Context: an optimization exercise on an open-source flow, tuned for small area and a short achievable clock period. The choices shown serve that exercise and are no tape-out recipe.
Only simulation tests tie the RTL to the original design; equivalence was not proved.
No activity file was given, so power comes from the tool's default toggle rates.

$ cat flow/config.mk
export PLATFORM = sky130hd
export DESIGN_NAME = rf_multiport
export DESIGN_NICKNAME = rf_multiport
export VERILOG_FILES = /design/flow/design.v
export SDC_FILE = /design/flow/constraint.sdc
export NUM_CORES = 4
export LEC_CHECK = 0
export CAP_MARGIN = 20
export CORE_MARGIN = 2
export CORE_UTILIZATION = 40
export SLEW_MARGIN = 20
$ cat flow/constraint.sdc
create_clock -name core_clock -period 7.0 [get_ports {clk}]
set_input_delay 1.4000 -clock core_clock [delete_from_list [all_inputs] [get_ports {clk}]]
set_output_delay 1.4000 -clock core_clock [all_outputs]
set_load 0.01 [all_outputs]
$ cat flow/design.v
package rf_pkg;
  localparam int RF_DATA_W   = 32;
  localparam int RF_ADDR_W   = 5;
  localparam int RF_ZERO_REG = 0;
  function automatic int rf_off(input int i, input int w);
    rf_off = i * w;
  endfunction
endpackage
module rf_scoreboard
#(
  parameter int ADDR_W = rf_pkg::RF_ADDR_W
) (
  input  logic                   clk,
  input  logic                   rst,
  input  logic                   we0,
  input  logic [ADDR_W-1:0]      wa0,
  input  logic                   we1,
  input  logic [ADDR_W-1:0]      wa1,
  input  logic                   iss_en,
  input  logic [ADDR_W-1:0]      iss_addr,
  output logic [2**ADDR_W-1:0]   busy,
  output logic [ADDR_W:0]        busy_cnt
);
  localparam int NREG = 2**ADDR_W;
  logic [NREG-1:0] busy_nxt;
  logic [ADDR_W:0] cnt_nxt;
  always_comb begin
    busy_nxt = busy;
    if (we0) busy_nxt[wa0] = 1'b0;
    if (we1) busy_nxt[wa1] = 1'b0;
    if (iss_en) busy_nxt[iss_addr] = 1'b1;
    busy_nxt[rf_pkg::RF_ZERO_REG] = 1'b0;
    cnt_nxt = '0;
    for (int j = 0; j < NREG; j++)
      cnt_nxt = cnt_nxt + (ADDR_W+1)'(busy_nxt[j]);
  end
  always_ff @(posedge clk) begin
    if (rst) begin
      busy     <= '0;
      busy_cnt <= '0;
    end else begin
      busy     <= busy_nxt;
      busy_cnt <= cnt_nxt;
    end
  end
endmodule
module rf_multiport
#(
  parameter int DATA_W = rf_pkg::RF_DATA_W,
  parameter int ADDR_W = rf_pkg::RF_ADDR_W,
  parameter int NUM_RD = 2
) (
  input  logic                     clk,
  input  logic                     rst,
  input  logic [NUM_RD*ADDR_W-1:0] ra,
  output logic [NUM_RD*DATA_W-1:0] rd,
  output logic [NUM_RD-1:0]        rd_busy,
  input  logic                     we0,
  input  logic [ADDR_W-1:0]        wa0,
  input  logic [DATA_W-1:0]        wd0,
  input  logic                     we1,
  input  logic [ADDR_W-1:0]        wa1,
  input  logic [DATA_W-1:0]        wd1,
  input  logic                     iss_en,
  input  logic [ADDR_W-1:0]        iss_addr,
  output logic [ADDR_W:0]          busy_cnt
);
  localparam int NREG = 2**ADDR_W;
  localparam logic [ADDR_W-1:0] ZERO = ADDR_W'(rf_pkg::RF_ZERO_REG);
  logic [DATA_W-1:0] regs [NREG];
  logic [NREG-1:0]   busy;
  logic w0_ok;
  logic w1_ok;
  logic is_ok;
  assign w0_ok = we0 && (wa0 != ZERO);
  assign w1_ok = we1 && (wa1 != ZERO);
  assign is_ok = iss_en && (iss_addr != ZERO);
  rf_scoreboard #(
    .ADDR_W (ADDR_W)
  ) u_sb (
    .clk      (clk),
    .rst      (rst),
    .we0      (w0_ok),
    .wa0      (wa0),
    .we1      (w1_ok),
    .wa1      (wa1),
    .iss_en   (is_ok),
    .iss_addr (iss_addr),
    .busy     (busy),
    .busy_cnt (busy_cnt)
  );
  always_ff @(posedge clk) begin
    if (rst) begin
      for (int k = 0; k < NREG; k++)
        regs[k] <= '0;
    end else begin
      if (w0_ok) regs[wa0] <= wd0;
      if (w1_ok) regs[wa1] <= wd1;
    end
  end
  always_comb begin
    logic [ADDR_W-1:0] a;
    a       = '0;
    rd      = '0;
    rd_busy = '0;
    for (int i = 0; i < NUM_RD; i++) begin
      a = ra[rf_pkg::rf_off(i, ADDR_W) +: ADDR_W];
      rd[rf_pkg::rf_off(i, DATA_W) +: DATA_W] =
        (a == ZERO) ? '0 : regs[a];
      rd_busy[i] = busy[a];
    end
  end
endmodule
$ cat flow/run.sh
#!/bin/bash
# synth_recipe.tcl (not shown) runs the flow's synth.tcl, then flattens the netlist and writes it again
# the make line also repeats each setting of config.mk as NAME=value (left out here)
make -C /OpenROAD-flow-scripts/flow DESIGN_CONFIG=/design/flow/config.mk WORK_HOME=/design/flow/orfs CLKGATE_MAP_FILE= SYNTH_SCRIPT=/design/flow/synth_recipe.tcl finish
==> results.txt <==
==> worst register-to-register path: stages, from the launching register on <==
cell     delay [ns]
dfxtp_1        0.48
o21ai_1        0.16
o22a_1         0.23
fa_1           0.55
inv_1          0.06
fa_1           0.48
inv_1          0.06
fa_1           0.57
fa_1           0.45
fa_1           0.50
inv_1          0.05
fa_1           0.45
ha_2           0.20
fa_2           0.34
a21o_1         0.18
a21oi_2        0.14
xor2_1         0.14
nor2_1         0.05
==> synthesized netlist by cell type, drive strengths merged (39+ instances only) <==
library cell     n
a22o          1054
edfxtp        1023
clkbuf         459
mux4           299
mux2i          205
mux2           194
buf            186
a22oi          161
a211oi          97
nand2           97
nor2            91
o21ai           91
o22ai           72
nand3           52
nor2b           50
inv             41
nor3            39
==> sequential cells by signal (all words and copies together), names as in the netlist <==
| register | cells |
|---|---|
| u_sb.busy | 31 |
| regs | 1023 |
| u_sb.busy_cnt | 6 |
==> logic make-up after synthesis <==
logic type / after synthesis / synth area share, %
fa+ha+maj: 47 / 1.23
flops: 1060 / 50.9
mux: 698 / 17.7
buf+inv: 686 / 4.48
xor+xnor: 7 / 0.0991
compound gates: 1657 / 21.8
simple gates: 429 / 3.75
==> power by group <==
group / total (mW) / leakage (nW) / switching (mW) / internal [mW]
combinational: 2.57 / 12.5 / 1.60 / 0.962
sequential: 7.52 / 10.1 / 0.190 / 7.32
clock: 6.11 / 1.78 / 2.72 / 3.39
==> final cells by class <==
cell class,count,area (sq um),area share (%)
timing repair buffer,574,5020,7.00
clock buffer,145,3030,4.23
multi-input combinational,2838,28900,40.2
inverter,41,154,0.215
tap,2044,2560,3.57
sequential,1060,31500,43.9
antenna,5,12.5,0.0174
clock inverter,68,627,0.874
==> final timing paths <==
check	end	slack, ns	cells past startpoint
max reg2reg	u_sb.busy_cnt[4]	1.77	17
min reg2reg	u_sb.busy[22]	0.57	2
max	u_sb.busy_cnt[4]	0.21	24
min	u_sb.busy[22]	0.57	2
==> timing repair <==
action                                  4_1_cts  5_1_grt
endpoints found under the setup margin        1        4
buffers inserted                              9        3
gates resized for setup                      26       34
pin swaps                                    23       25
==> layer usage <==
metal	share of wire (%)	global-route usage, %	up-vias
li1	-	-	19200
met1	38	43.3	25100
met2	44	48.2	3850
met3	14	10.7	596
met4	3.9	11.8	10
met5	0.022	0	-
==> through the flow <==
step | cells | area (sq um) | TNS [ns] | hold WS (ns)
after floorplan | 4584 | 61900 | 0 | 0.474
after global placement | 6543 | 67700 | -3.45 | 0.550
after detailed placement | 6545 | 67800 | -3.62 | 0.553
after CTS | 6767 | 71500 | 0 | 0.563
after global routing | 6772 | 71700 | -0.00219 | 0.607
final | 6775 | 71700 | 0 | 0.570
==> key figures <==
Timing
  • Clk_skew: about 0.0063 ns
  • # setup viols final: 0
  • Slew HR: between 20% and 30%
  • Measured slew at the worst slew-check pin: 1.14 ns
  • Slew Viols, Final: 0
  • Slack of the critical path: roughly 0.21 ns
  • Max Clk Rate: approximately 150 MHz
  • Tmin final: 6.79 ns
  • Final Cycle Share: 97.0%
  • Final hold violation count: 0

Die
  • Cell row count: approximately 140
  • Core area: 0.154 sq mm
  • Die area: 0.158 sq mm
  • Die height: roughly 400 microns
  • Die width: slightly below 400 microns
  • Top-level I/O count: between 150 and 200
  • Initial Utilization: about 40%

Yosys
  • Post-synth top flop: edfxtp_1
  • Ranking of synthesized cells by area: edfxtp_1 50%, a22o_1 15%, mux4_2 11%, mux2_2 3.5%, mux2i_1 3.3%
  • Synth Area per Inst: ~13 sq um
  • Ys Warns: 2
  • Top-area cell type share of the netlist area: slightly below 50%
  • Post-synth EDFFs: just over 1000
  • Synth Register Bits: around 1100
  • Synth Cell Area: 0.0619 sq mm
  • Sequential-to-total area share from yosys stat: about half
  • Synth unique cells: 62
  • Synthesized net count: 4725
  • Post-synth top area cell: edfxtp_1
  • Async SR Flop Fraction: 0%
  • Cells after Synth: 4584

Detailed routing
  • Drt pass-1 iters: 6
  • Vias: 48800
  • Residual DRC: 0
  • WL/cell: about 39 microns
  • Total Wirelength: approximately 260000 microns
  • Drt first-iter violations: around 7500
  • Vias per cell: approximately 7
  • ANT nets after route: 0

Layout
  • Most frequent cells in the layout: 1054 x a22o_1, 1023 x edfxtp_1, 385 x buf_4
  • P&R area growth vs syn: 16.0%
  • Commonest non-fill, non-tap cell in the layout: a22o_1
  • Layout cells sized above 1: a little over a quarter
  • Final net count: around 4800
  • # fillers: between 10000 and 15000
  • Core Util, Final: between 40% and 50%

Clock network
  • CTS Buffer Depth: 3
  • H-tree Lvls: 3
  • Num Clock Sinks: 1060
  • Clock slew at reported path FFs: around 0.06 ns
  • CTS tree: built
  • Hold buffer count at cts: 0
  • CTS root buffer: clkbuf_16
  • Worst skew pair latency: about 0.75 ns
  • CTS Buf Count: 116

Setup path
  • Reg-to-reg critical path startpoint: u_sb.busy[13]
  • CP Buf/Inv Count: 4
  • Worst Path Required: 7.62 ns
  • CP delay by family, top: adder cells
  • Critical Path Source: wa0[0]
  • Critical path launch point type: primary input
  • Worst setup EP type: register
  • Delay of the slowest critical-path stage: ~0.57 ns
  • Slowest stage cell on the critical path: fa_2
  • Arrival time at the worst endpoint: 7.41 ns
  • Crit-path cells: dlygate4sd2_1 -> inv_2 -> ha_2 -> nor3b_4 -> ha_2 -> and3b_2 -> nand2_4 -> o221ai_2 -> nand2_1 -> ha_1 -> inv_2 -> fa_2 -> fa_1 -> fa_1 -> fa_1 -> fa_1 -> inv_1 -> fa_1 -> ha_2 -> fa_2 -> a21o_1 -> a21oi_2 -> xor2_1 -> nor2_1
  • Crit Path Class: primary input to register
  • Cell repeated most along the worst path: fa_1
  • Crit-path max FO: 5

Status
  • Status: finished clean

Global routing
  • Initial antenna violation count: 13
  • GR Overflow Total: 0
  • Global-route wire length before repair: between 300000 and 400000 microns
  • Gr usage total: ~32%
  • Vias in the first global route: around 46000
  • Largest net degree at the start of global routing: 89

Power and ir drop
  • Pwr dens: between 200 and 250 mW/mm^2
  • Total chip power: between 15 and 20 mW
  • Max IR drop VDD: around 0.00021 V
  • Leak pwr: 24.4 nW

Place
  • GPL Wtd Cong: a little over 0.9
  • Placement Setup Slack: -0.799 ns
  • Detailed Place HPWL: approximately 160000 microns
  • Port bufs: between 150 and 200

Hold path
  • Min-delay worst type: register to register
  • Hold path start: u_sb.busy[22]

Run
  • Max Cap Violations: 0

-- re-timing with driven ports --
How much do the figures lean on ideal ports? The routed layout below was timed once more, with nothing changed but the port constraints.
Step 1 (the two cells are an assumption about what drives the block):
set clk [get_ports {clk}]
set_driving_cell -lib_cell sky130_fd_sc_hd__clkbuf_16 $clk
set_driving_cell -lib_cell sky130_fd_sc_hd__buf_2 [delete_from_list [all_inputs] $clk]
Step 2 adds t to the input delays and takes it off the output delays; t is the mean of the earliest and latest rising clock arrival at the registers after step 1. Input paths then give back, and output paths get back, about the clock's delay inside the block.
Three values: ideal ports, drivers, drivers and shift; two values: the first two.
t, ns: 0.855
slack for setup (ns): 0.213 / 0.284 / -0.572
worst setup path after step 2: input to register
clock arrival spread, ns: 0.048 / 0.047
worst data-port slew with drivers (ns): 0.15
Met with ideal ports but missed after step 2: setup timing in this run. The setup slack of this run moves by +0.071 ns with the drivers and by -0.785 ns with both steps.
